From an optimization exercise on the open Yosys and OpenROAD flow, aimed at small area, a short achievable clock period and few clock cycles; shortcuts taken in it are not production practice. The RTL was checked by simulation tests, not by an equivalence proof against the original design. Power figures rest on the tool's default switching activity, not on a simulated workload.

## flow/run.sh

```bash
#!/bin/bash
# synth_recipe.tcl (not shown) runs the flow's synth.tcl, then flattens the netlist and writes it again
# the make line also repeats each setting of config.mk as NAME=value (left out here)
make -C /OpenROAD-flow-scripts/flow DESIGN_CONFIG=/design/flow/config.mk WORK_HOME=/design/flow/orfs CLKGATE_MAP_FILE= SYNTH_SCRIPT=/design/flow/synth_recipe.tcl finish
```

## flow/config.mk

```make
export PLATFORM = sky130hd
export DESIGN_NAME = core_top
export DESIGN_NICKNAME = core_top
export VERILOG_FILES = /design/flow/design.v
export SDC_FILE = /design/flow/constraint.sdc
export NUM_CORES = 4
export LEC_CHECK = 0
export CAP_MARGIN = 20
export CORE_MARGIN = 2
export CORE_UTILIZATION = 40
export PLACE_DENSITY = 0.6
export SLEW_MARGIN = 20
```

## flow/constraint.sdc

```tcl
create_clock -name core_clock -period 5.5 [get_ports {clk}]
set_input_delay 1.1000 -clock core_clock [delete_from_list [all_inputs] [get_ports {clk}]]
set_output_delay 1.1000 -clock core_clock [all_outputs]
set_load 0.01 [all_outputs]
```

## flow/design.v

```verilog
`default_nettype none
package neocore_pkg;
  typedef enum logic [7:0] {
    OP_NOP  = 8'h00,
    OP_ADD  = 8'h01,
    OP_SUB  = 8'h02,
    OP_AND  = 8'h03,
    OP_OR   = 8'h04,
    OP_XOR  = 8'h05,
    OP_MOVI = 8'h10,
    OP_LD   = 8'h20,
    OP_ST   = 8'h21,
    OP_BEQ  = 8'h30,
    OP_BNE  = 8'h31,
    OP_BVS  = 8'h32,
    OP_JMP  = 8'h33,
    OP_HLT  = 8'hff
  } opcode_e;
  typedef enum logic [2:0] {
    ALU_ADD,
    ALU_SUB,
    ALU_AND,
    ALU_OR,
    ALU_XOR,
    ALU_PASS
  } alu_op_e;
  typedef enum logic [1:0] {
    FS_IDLE,
    FS_WAIT,
    FS_DROP
  } fetch_state_e;
  typedef struct packed {
    logic                   valid;
    logic [32-1:0] pc;
    logic [32-1:0] instr;
  } if_id_t;
  typedef struct packed {
    logic                   valid;
    logic [32-1:0] pc;
    opcode_e                opcode;
    alu_op_e                alu_op;
    logic [4-1:0] rs1;
    logic [4-1:0] rs2;
    logic [16-1:0]   rs1_val;
    logic [16-1:0]   rs2_val;
    logic [16-1:0]   imm;
    logic [4-1:0] rd;
    logic                   rd_we;
    logic                   mem_read;
    logic                   mem_write;
    logic                   is_branch;
    logic                   is_halt;
  } id_ex_t;
  typedef struct packed {
    logic                   valid;
    logic [32-1:0] pc;
    logic [16-1:0]   result;
    logic [16-1:0]   store_data;
    logic [4-1:0] rd;
    logic                   rd_we;
    logic                   mem_read;
    logic                   mem_write;
    logic                   is_halt;
  } ex_mem_t;
  typedef struct packed {
    logic                   valid;
    logic [32-1:0] pc;
    logic [16-1:0]   wb_data;
    logic [4-1:0] rd;
    logic                   rd_we;
    logic                   is_halt;
  } mem_wb_t;
endpackage
`default_nettype wire
`timescale 1ns/10ps
`default_nettype none
module fetch_unit
(
  input  logic                   clk,
  input  logic                   rst,
  input  logic                   redirect,
  input  logic [32-1:0] redirect_pc,
  input  logic                   id_hold,
  input  logic                   mem_busy,
  input  logic                   halted,
  output logic [32-1:0] if_addr,
  output logic                   if_req,
  input  logic [32-1:0] if_rdata,
  input  logic                   if_ack,
  output neocore_pkg::if_id_t                 if_id,
  output logic [32-1:0] fetch_pc
);
  neocore_pkg::fetch_state_e           state_q;
  logic [32-1:0] pc_q;
  logic [32-1:0] req_addr_q;
  neocore_pkg::if_id_t                 if_id_q;
  neocore_pkg::if_id_t                 pend_q;
  logic                   stall;
  logic                   can_start;
  logic                   ack_take;
  assign stall     = id_hold | mem_busy;
  assign can_start = !halted && !stall && !pend_q.valid && !redirect;
  assign ack_take  = (state_q == neocore_pkg::FS_WAIT) && if_ack && !redirect;
  assign if_req   = (state_q != neocore_pkg::FS_IDLE);
  assign if_addr  = req_addr_q;
  assign if_id    = if_id_q;
  assign fetch_pc = pc_q;
  always_ff @(posedge clk) begin
    if (rst) begin
      state_q <= neocore_pkg::FS_IDLE;
      pc_q    <= 32'h0000_0000;
    end else begin
      case (state_q)
        neocore_pkg::FS_IDLE: begin
          if (redirect) begin
            pc_q <= redirect_pc;
          end else if (can_start) begin
            req_addr_q <= pc_q;
            pc_q       <= pc_q + 32'(4);
            state_q    <= neocore_pkg::FS_WAIT;
          end
        end
        neocore_pkg::FS_WAIT: begin
          if (redirect) begin
            pc_q    <= redirect_pc;
            state_q <= if_ack ? neocore_pkg::FS_IDLE : neocore_pkg::FS_DROP;
          end else if (if_ack) begin
            state_q <= neocore_pkg::FS_IDLE;
          end
        end
        neocore_pkg::FS_DROP: begin
          if (redirect) begin
            pc_q <= redirect_pc;
          end
          if (if_ack) begin
            state_q <= neocore_pkg::FS_IDLE;
          end
        end
        default: state_q <= neocore_pkg::FS_IDLE;
      endcase
    end
  end
  always_ff @(posedge clk) begin
    if (rst || redirect) begin
      if_id_q.valid <= 1'b0;
      pend_q.valid  <= 1'b0;
    end else if (stall) begin
      if (ack_take) begin
        pend_q.valid <= 1'b1;
        pend_q.pc <= req_addr_q;
        pend_q.instr <= if_rdata;
      end
    end else if (pend_q.valid) begin
      if_id_q      <= pend_q;
      pend_q.valid <= 1'b0;
    end else if (ack_take) begin
      if_id_q.valid <= 1'b1;
      if_id_q.pc <= req_addr_q;
      if_id_q.instr <= if_rdata;
    end else begin
      if_id_q.valid <= 1'b0;
    end
  end
endmodule
`default_nettype wire
`timescale 1ns/10ps
`default_nettype none
module decode_unit
(
  input  logic    clk,
  input  logic    rst,
  input  neocore_pkg::if_id_t  if_id,
  input  neocore_pkg::mem_wb_t wb,
  input  logic    redirect,
  input  logic    mem_busy,
  output logic    id_hold,
  output neocore_pkg::id_ex_t  id_ex
);
  neocore_pkg::opcode_e                op;
  logic [4-1:0] rd;
  logic [4-1:0] rs1;
  logic [4-1:0] src_b;
  logic [16-1:0]   imm;
  neocore_pkg::alu_op_e                alu_op;
  logic                   rd_we;
  logic                   mem_read;
  logic                   mem_write;
  logic                   is_branch;
  logic                   is_halt;
  logic                   use_rs1;
  logic                   use_rs2;
  logic [16-1:0]   regs [16];
  logic [16-1:0]   rs1_val;
  logic [16-1:0]   rs2_val;
  logic                   wb_write;
  logic                   load_use;
  logic                   halt_pend_q;
  neocore_pkg::id_ex_t                 id_ex_q;
  assign op    = neocore_pkg::opcode_e'(if_id.instr[31:24]);
  assign rd    = if_id.instr[23:20];
  assign rs1   = if_id.instr[19:16];
  assign imm   = if_id.instr[15:0];
  assign src_b = (op == neocore_pkg::OP_ST) ? rd : if_id.instr[15:12];
  always_comb begin
    alu_op    = neocore_pkg::ALU_PASS;
    rd_we     = 1'b0;
    mem_read  = 1'b0;
    mem_write = 1'b0;
    is_branch = 1'b0;
    is_halt   = 1'b0;
    use_rs1   = 1'b0;
    use_rs2   = 1'b0;
    case (op)
      neocore_pkg::OP_ADD:  alu_op = neocore_pkg::ALU_ADD;
      neocore_pkg::OP_SUB:  alu_op = neocore_pkg::ALU_SUB;
      neocore_pkg::OP_AND:  alu_op = neocore_pkg::ALU_AND;
      neocore_pkg::OP_OR:   alu_op = neocore_pkg::ALU_OR;
      neocore_pkg::OP_XOR:  alu_op = neocore_pkg::ALU_XOR;
      neocore_pkg::OP_MOVI: rd_we = 1'b1;
      neocore_pkg::OP_LD: begin
        rd_we    = 1'b1;
        mem_read = 1'b1;
      end
      neocore_pkg::OP_ST: begin
        mem_write = 1'b1;
        use_rs2   = 1'b1;
      end
      neocore_pkg::OP_BEQ, neocore_pkg::OP_BNE, neocore_pkg::OP_BVS, neocore_pkg::OP_JMP: is_branch = 1'b1;
      neocore_pkg::OP_HLT:  is_halt = 1'b1;
      default: ;
    endcase
    if (alu_op != neocore_pkg::ALU_PASS) begin
      rd_we   = 1'b1;
      use_rs1 = 1'b1;
      use_rs2 = 1'b1;
    end
  end
  assign wb_write = wb.valid && wb.rd_we;
  assign rs1_val  = (wb_write && wb.rd == rs1) ? wb.wb_data : regs[rs1];
  assign rs2_val  = (wb_write && wb.rd == src_b) ? wb.wb_data : regs[src_b];
  always_ff @(posedge clk) begin
    if (wb_write) begin
      regs[wb.rd] <= wb.wb_data;
    end
  end
  assign load_use = if_id.valid && id_ex_q.valid && id_ex_q.mem_read &&
                    ((use_rs1 && rs1 == id_ex_q.rd) || (use_rs2 && src_b == id_ex_q.rd));
  assign id_hold  = load_use || halt_pend_q;
  assign id_ex    = id_ex_q;
  always_ff @(posedge clk) begin
    if (rst || redirect) begin
      id_ex_q.valid <= 1'b0;
      halt_pend_q   <= 1'b0;
    end else if (mem_busy) begin
      if (wb_write && wb.rd == id_ex_q.rs1) id_ex_q.rs1_val <= wb.wb_data;
      if (wb_write && wb.rd == id_ex_q.rs2) id_ex_q.rs2_val <= wb.wb_data;
    end else if (!if_id.valid || load_use || halt_pend_q) begin
      id_ex_q.valid <= 1'b0;
    end else begin
      id_ex_q.valid <= 1'b1;
      id_ex_q.pc <= if_id.pc;
      id_ex_q.opcode <= op;
      id_ex_q.alu_op <= alu_op;
      id_ex_q.rs1 <= rs1;
      id_ex_q.rs2 <= src_b;
      id_ex_q.rs1_val <= rs1_val;
      id_ex_q.rs2_val <= rs2_val;
      id_ex_q.imm <= imm;
      id_ex_q.rd <= rd;
      id_ex_q.rd_we <= rd_we;
      id_ex_q.mem_read <= mem_read;
      id_ex_q.mem_write <= mem_write;
      id_ex_q.is_branch <= is_branch;
      id_ex_q.is_halt <= is_halt;
      if (is_halt) halt_pend_q <= 1'b1;
    end
  end
endmodule
`default_nettype wire
`timescale 1ns/10ps
`default_nettype none
module execute_stage
(
  input  logic                   clk,
  input  logic                   rst,
  input  neocore_pkg::id_ex_t                 id_ex,
  input  logic                   mem_busy,
  input  neocore_pkg::mem_wb_t                wb,
  output neocore_pkg::ex_mem_t                ex_mem,
  output logic                   redirect,
  output logic [32-1:0] redirect_pc
);
  logic [16-1:0] op_a;
  logic [16-1:0] op_b;
  logic [16-1:0] alu_res;
  logic                 v_next;
  logic                 z_q;
  logic                 v_q;
  logic                 flag_we;
  logic                 cond;
  neocore_pkg::ex_mem_t              ex_mem_q;
  function automatic logic [16-1:0] fwd_sel(
    input logic [4-1:0] idx,
    input logic [16-1:0]   rf_val,
    input neocore_pkg::ex_mem_t                em,
    input neocore_pkg::mem_wb_t                mw
  );
    logic [16-1:0] val;
    val = rf_val;
    if (em.valid && em.rd_we && !em.mem_read && em.rd == idx) begin
      val = em.result;
    end else if (mw.valid && mw.rd_we && mw.rd == idx) begin
      val = mw.wb_data;
    end
    fwd_sel = val;
  endfunction
  assign op_a = fwd_sel(id_ex.rs1, id_ex.rs1_val, ex_mem_q, wb);
  assign op_b = fwd_sel(id_ex.rs2, id_ex.rs2_val, ex_mem_q, wb);
  always_comb begin
    v_next = 1'b0;
    case (id_ex.alu_op)
      neocore_pkg::ALU_ADD: begin
        alu_res = op_a + op_b;
        v_next  = (op_a[16-1] == op_b[16-1]) &&
                  (alu_res[16-1] != op_a[16-1]);
      end
      neocore_pkg::ALU_SUB: begin
        alu_res = op_a - op_b;
        v_next  = (op_a[16-1] != op_b[16-1]) &&
                  (alu_res[16-1] != op_a[16-1]);
      end
      neocore_pkg::ALU_AND: alu_res = op_a & op_b;
      neocore_pkg::ALU_OR:  alu_res = op_a | op_b;
      neocore_pkg::ALU_XOR: alu_res = op_a ^ op_b;
      default: alu_res = id_ex.imm;
    endcase
  end
  assign flag_we = id_ex.valid && !mem_busy && (id_ex.alu_op != neocore_pkg::ALU_PASS);
  always_ff @(posedge clk) begin
    if (rst) begin
      z_q <= 1'b0;
      v_q <= 1'b0;
    end else if (flag_we) begin
      z_q <= (alu_res == '0);
      v_q <= v_next;
    end
  end
  always_comb begin
    case (id_ex.opcode)
      neocore_pkg::OP_BEQ:  cond = z_q;
      neocore_pkg::OP_BNE:  cond = !z_q;
      neocore_pkg::OP_BVS:  cond = v_q;
      neocore_pkg::OP_JMP:  cond = 1'b1;
      default: cond = 1'b0;
    endcase
  end
  assign redirect    = id_ex.valid && id_ex.is_branch && cond && !mem_busy;
  assign redirect_pc = {{(32 - 16){1'b0}}, id_ex.imm};
  assign ex_mem      = ex_mem_q;
  always_ff @(posedge clk) begin
    if (rst) begin
      ex_mem_q.valid <= 1'b0;
    end else if (!mem_busy) begin
      ex_mem_q.valid <= id_ex.valid;
      ex_mem_q.pc <= id_ex.pc;
      ex_mem_q.result <= alu_res;
      ex_mem_q.store_data <= op_b;
      ex_mem_q.rd <= id_ex.rd;
      ex_mem_q.rd_we <= id_ex.rd_we;
      ex_mem_q.mem_read <= id_ex.mem_read;
      ex_mem_q.mem_write <= id_ex.mem_write;
      ex_mem_q.is_halt <= id_ex.is_halt;
    end
  end
endmodule
`default_nettype wire
`timescale 1ns/10ps
`default_nettype none
module memory_stage
(
  input  logic                   clk,
  input  logic                   rst,
  input  neocore_pkg::ex_mem_t                ex_mem,
  output logic [32-1:0] dm_addr,
  output logic [16-1:0]   dm_wdata,
  output logic                   dm_we,
  output logic                   dm_req,
  input  logic [16-1:0]   dm_rdata,
  input  logic                   dm_ack,
  output logic                   mem_busy,
  output neocore_pkg::mem_wb_t                mem_wb,
  output logic                   halted,
  output logic [32-1:0] halt_pc
);
  logic [16-1:0]   wb_data;
  neocore_pkg::mem_wb_t                mem_wb_q;
  logic                   halted_q;
  logic [32-1:0] halt_pc_q;
  logic                   hlt_retire;
  assign dm_req   = ex_mem.valid && (ex_mem.mem_read || ex_mem.mem_write);
  assign dm_addr  = {{(32 - 16){1'b0}}, ex_mem.result};
  assign dm_wdata = ex_mem.store_data;
  assign dm_we    = dm_req && ex_mem.mem_write;
  assign mem_busy = dm_req && !dm_ack;
  assign wb_data = ex_mem.mem_read ? dm_rdata : ex_mem.result;
  always_ff @(posedge clk) begin
    if (rst) begin
      mem_wb_q.valid <= 1'b0;
    end else if (mem_busy) begin
      mem_wb_q.valid <= 1'b0;
    end else begin
      mem_wb_q.valid <= ex_mem.valid;
      mem_wb_q.pc <= ex_mem.pc;
      mem_wb_q.wb_data <= wb_data;
      mem_wb_q.rd <= ex_mem.rd;
      mem_wb_q.rd_we <= ex_mem.rd_we;
      mem_wb_q.is_halt <= ex_mem.is_halt;
    end
  end
  assign hlt_retire = mem_wb_q.valid && mem_wb_q.is_halt;
  always_ff @(posedge clk) begin
    if (rst) begin
      halted_q <= 1'b0;
    end else if (hlt_retire) begin
      halted_q <= 1'b1;
    end
  end
  always_ff @(posedge clk) begin
    if (hlt_retire && !halted_q) begin
      halt_pc_q <= mem_wb_q.pc;
    end
  end
  assign mem_wb  = mem_wb_q;
  assign halted  = halted_q;
  assign halt_pc = halt_pc_q;
endmodule
`default_nettype wire
`timescale 1ns/10ps
`default_nettype none
module core_top
(
  input  logic                   clk,
  input  logic                   rst,
  output logic [32-1:0] mem_if_addr,
  output logic                   mem_if_req,
  input  logic [32-1:0] mem_if_rdata,
  input  logic                   mem_if_ack,
  output logic [32-1:0] mem_data_addr,
  output logic [16-1:0]   mem_data_wdata,
  output logic                   mem_data_we,
  output logic                   mem_data_req,
  input  logic [16-1:0]   mem_data_rdata,
  input  logic                   mem_data_ack,
  output logic                   halted,
  output logic [32-1:0] current_pc
);
  neocore_pkg::if_id_t                 if_id;
  neocore_pkg::id_ex_t                 id_ex;
  neocore_pkg::ex_mem_t                ex_mem;
  neocore_pkg::mem_wb_t                mem_wb;
  logic                   redirect;
  logic [32-1:0] redirect_pc;
  logic                   id_hold;
  logic                   mem_busy;
  logic [32-1:0] fetch_pc;
  logic [32-1:0] halt_pc;
  fetch_unit u_fetch (
    .clk         (clk),
    .rst         (rst),
    .redirect    (redirect),
    .redirect_pc (redirect_pc),
    .id_hold     (id_hold),
    .mem_busy    (mem_busy),
    .halted      (halted),
    .if_addr     (mem_if_addr),
    .if_req      (mem_if_req),
    .if_rdata    (mem_if_rdata),
    .if_ack      (mem_if_ack),
    .if_id       (if_id),
    .fetch_pc    (fetch_pc)
  );
  decode_unit u_decode (
    .clk      (clk),
    .rst      (rst),
    .if_id    (if_id),
    .wb       (mem_wb),
    .redirect (redirect),
    .mem_busy (mem_busy),
    .id_hold  (id_hold),
    .id_ex    (id_ex)
  );
  execute_stage u_execute (
    .clk         (clk),
    .rst         (rst),
    .id_ex       (id_ex),
    .mem_busy    (mem_busy),
    .wb          (mem_wb),
    .ex_mem      (ex_mem),
    .redirect    (redirect),
    .redirect_pc (redirect_pc)
  );
  memory_stage u_memory (
    .clk      (clk),
    .rst      (rst),
    .ex_mem   (ex_mem),
    .dm_addr  (mem_data_addr),
    .dm_wdata (mem_data_wdata),
    .dm_we    (mem_data_we),
    .dm_req   (mem_data_req),
    .dm_rdata (mem_data_rdata),
    .dm_ack   (mem_data_ack),
    .mem_busy (mem_busy),
    .mem_wb   (mem_wb),
    .halted   (halted),
    .halt_pc  (halt_pc)
  );
  assign current_pc = halted ? halt_pc : fetch_pc;
endmodule
`default_nettype wire
```

==> results.ini <==
[final_layout]
nFillCells=7355
layout-drive-gt1-share=0.168
nNetsFinal=2727
finish.utilization=0.466
area_growth_syn_to_layout_pct=15.1
register_area_um2=21400
multi_input_area_um2=11300

[yosys]
async_reset_ff_frac=0
seq_area_frac_synth=0.632
synth-compound-area-share=0.0845
syn_avg_cell_area_um2=13.6
synthMuxAreaShare=0.107
ys.flop_type=edfxtp_1
synthXorXnorAreaFrac=0.0109
synth_top_area_frac=0.604
yosysWarnings=4
synth_area_leaders=edfxtp_1, mux4_2, nand2_1
synth_top_family_by_area=multiplexers
synth-seq-cells=729
synth.most_common_cell=edfxtp_1
ys_types=93
synth_area_leader_cell=edfxtp_1
synth_common_cells=edfxtp_1, nand2_1, nor2_1
synth_edf_count=682
synth_cells=2500
synth_area_um2=33900
synth-simple-area-share=0.106
yosys.area_share.adder=0.0215

[power_and_ir_drop]
p_int_mw=9.37
p_switching_mw=2.76
p_leak_nw=13.4
pwr-share-comb=0.052
power_density_nw_per_um2=311
p_sw_frac=0.227
pwr-share-seq=0.520
clockPowerShare=0.428
peakVddDrop_v=0.000199
p_total_mw=12.1

[grt]
grt.total_usage=0.218
grt_pass1_wl_um=142000
antenna_found_initial=9
gr-total-overflow=0
grt_max_degree=76
grt_pass1_vias=21849

[floorplanning]
initial_core_util=0.404
die-area_um2=87100
core.rowCount=106
die_w_um=295
io_pins=168
fp.dieH_um=295
core_um2=83800

[worst_setup_path]
r2r_slack_ns=0.45
cp_max_fo=13
r2r_start=u_memory.mem_wb_q[4]$_DFFE_PP_
crit_path_start=u_memory.mem_wb_q[4]$_DFFE_PP_
critical_path.startpoint_type=register
crit_type=reg -> reg
required_ns=6.02
r2r_cells=16
rr_endpoint=u_execute.v_q$_SDFFE_PP0P_
end_kind=register
crit_end=u_execute.v_q$_SDFFE_PP0P_
arrival_ns=5.58

[sta]
maxSlewViolCount=0
holdWs_ns=0.393
worst_pin_slew_ns=1.09
max_slew_margin=0.269
post-route-period-util=0.918
finClkSkew_ns=0.0563
finalSetupTns_ns=0
rsz0062_at_grt=false
finalHoldViolations=0
max_freq_mhz=198
setup_violations=0
fin_crit_ns=5.05

[routing]
drt_iter0_markers=2081
drcViolationCount=0
ant_nets=0
via_count=22082
wire_per_inst_um=25.1
routed_wl_um=95700
drtPass1Iterations=5
via_per_inst=5.78

[cts]
h-tree-depth=3
clockBufferDepth=3
cts_buffers=79
cts_tree=done
cts_sinks=729
cts_setup_buffers=0
ctsHoldBuffers=0
cts.clk_slew.worst_paths_ns=0.06
clk_latency_ns=0.66
cts-root-buf=clkbuf_16
cts-resized-gates=0

[placed_design]
port_buffers=151
dp_hpwl_um=62900
gp_congestion=0.859

[worst_hold_path]
hp-class=reg -> reg

[run_status]
status=complete, no violations

[flow_run]
maxCapViolCount=0

## logic make-up (layout without fill, tap and decap cells)
kind of cell,count (synthesis),after routing
and+or+nand+nor,764,764
AOI/OAI and AO/OA,397,397
adders and majority gates,57,57
DFF,729,729
muxes,243,243
xor gates and xnor gates,42,42
other,1,20
buffers and inverters,267,434
## stage by stage
| step | instance area (um2) | cells | worst slack [ns] |
|---|---|---|---|
| 3_3_place_gp | 36500 | 3671 | 0.692 |
| 2_1_floorplan | 34000 | 2515 | 0.235 |
| 6_report | 39000 | 3820 | 0.449 |
| 3_5_place_dp | 36500 | 3671 | 0.565 |
| 5_1_grt | 39000 | 3817 | 0.159 |
| 4_1_cts | 39000 | 3816 | 0.544 |
## layout by cell type (no fill, tap or decap), types with 42 or more instances in the layout
cell type        synthesis  routed
edfxtp_1               682     682
a311oi_1                49      49
dfxtp_1                 47      42
mux4_2                  81      81
nand2_1                346     346
mux2i_1                 43      42
nor2_1                 120     112
nand3_1                 63      63
and3_1                  63      62
nor3_1                  56      51
clkdlybuf4s50_1          0     151
buf_4                   55      66
o21ai_0                 48      48
a21oi_1                 58      58
clkbuf_16                0      79
inv_1                   69      67
ha_1                    55      55
mux2_2                 115     115
## metal layers
metal  track usage  vias to the layer above  share of wire
li1              -                     9747              -
met1         0.309                    11232           0.44
met2         0.340                      915           0.46
met3        0.0355                      184          0.070
met4        0.0768                        4          0.032
met5             0                        -        0.00033
## worst max-delay path, stage by stage (launching register included)
cell       delay, ns
edfxtp_1        0.51
inv_1           0.12
a221oi_1        0.32
o2111ai_2       0.48
buf_4           0.36
mux2i_1         0.13
o21ai_0         0.42
ha_1            0.46
a21o_1          0.25
and2_1          0.16
or3_1           0.32
o21ai_1         0.27
a21oi_1         0.11
a211oi_1        0.42
xnor2_1         0.10
and3_1          0.20
o311a_1         0.28
## power by group through the flow
| stage | Clock [mW] | Combinational, mW | Sequential (mW) |
|---|---|---|---|
| 6_report | 5.19 | 0.630 | 6.31 |
| 5_1_grt | 5.50 | 0.677 | 6.32 |
| 4_1_cts | 5.29 | 0.633 | 6.31 |
| 3_5_place_dp | 0 | 0.629 | 6.42 |
| 3_3_place_gp | 0 | 0.622 | 6.42 |
| 2_1_floorplan | 0 | 0.406 | 6.36 |
## layout make-up
| type | count | share of cell area |
|---|---|---|
| antenna | 4 | 0.000256 |
| sequential | 729 | 0.549 |
| clock buffer | 96 | 0.0533 |
| multi-input combinational | 1519 | 0.291 |
| tap | 1134 | 0.0364 |
| clock inverter | 49 | 0.0119 |
| inverter | 72 | 0.00696 |
| timing repair buffer | 217 | 0.0514 |
## worst min path at each step
stage / depth (start not counted) / startpoint / slack [ns] / to
floorplan: 0 / u_fetch.if_id_q[56]$_DFFE_PP_ / 0.40 / u_decode.id_ex_q[100]$_DFFE_PP_
global placement: 0 / u_execute.ex_mem_q[57]$_DFFE_PP_ / 0.40 / u_memory.mem_wb_q[39]$_DFFE_PP_
detailed placement: 0 / u_fetch.if_id_q[40]$_DFFE_PP_ / 0.40 / u_decode.id_ex_q[84]$_DFFE_PP_
CTS: 0 / u_execute.ex_mem_q[0]$_DFFE_PP_ / 0.40 / u_memory.mem_wb_q[0]$_DFFE_PP_
global route: 0 / u_execute.ex_mem_q[0]$_DFFE_PP_ / 0.40 / u_memory.mem_wb_q[0]$_DFFE_PP_
finish: 0 / u_execute.ex_mem_q[0]$_DFFE_PP_ / 0.39 / u_memory.mem_wb_q[0]$_DFFE_PP_
## sequential cells by signal, indices dropped and copies added, names as in the netlist, named ones only
name                  cells
u_fetch.pc_q             32
u_memory.halt_pc_q       32
u_execute.z_q             1
u_memory.halted_q         1
u_fetch.if_id_q          65
u_memory.mem_wb_q        55
u_fetch.state_q           2
u_decode.regs           256
u_execute.ex_mem_q       73
u_decode.halt_pend_q      1
u_execute.v_q             1
u_fetch.pend_q           65
u_fetch.req_addr_q       32
u_decode.id_ex_q        109
Testbench counts, summed over its fixed seeds: cycles 175,750.

==> separate check: timing with driven ports <==
How much do the figures lean on ideal ports? The routed layout below was timed once more, with nothing changed but the port constraints. Step 1 (the two cells are an assumption about what drives the block):
set clk [get_ports {clk}]
set_driving_cell -lib_cell sky130_fd_sc_hd__clkbuf_16 $clk
set_driving_cell -lib_cell sky130_fd_sc_hd__buf_2 [delete_from_list [all_inputs] $clk]
Step 2 also shifts input and output timing later by t, the mid clock arrival at the registers, as if the neighbouring blocks saw the same clock. a / b / c = no drivers / after step 1 / after step 2; a / b = the first two.
t (ns): 0.689
slack for setup (ns): 0.449 / 0.449 / 0.449
hold slack, ns: 0.393 / 0.393 / 0.393
pins driven straight from the clock port: 1
After both steps this run still meets setup and hold. For this run, drivers alone change the setup slack by 0.000 ns; drivers and shift together by 0.000 ns.
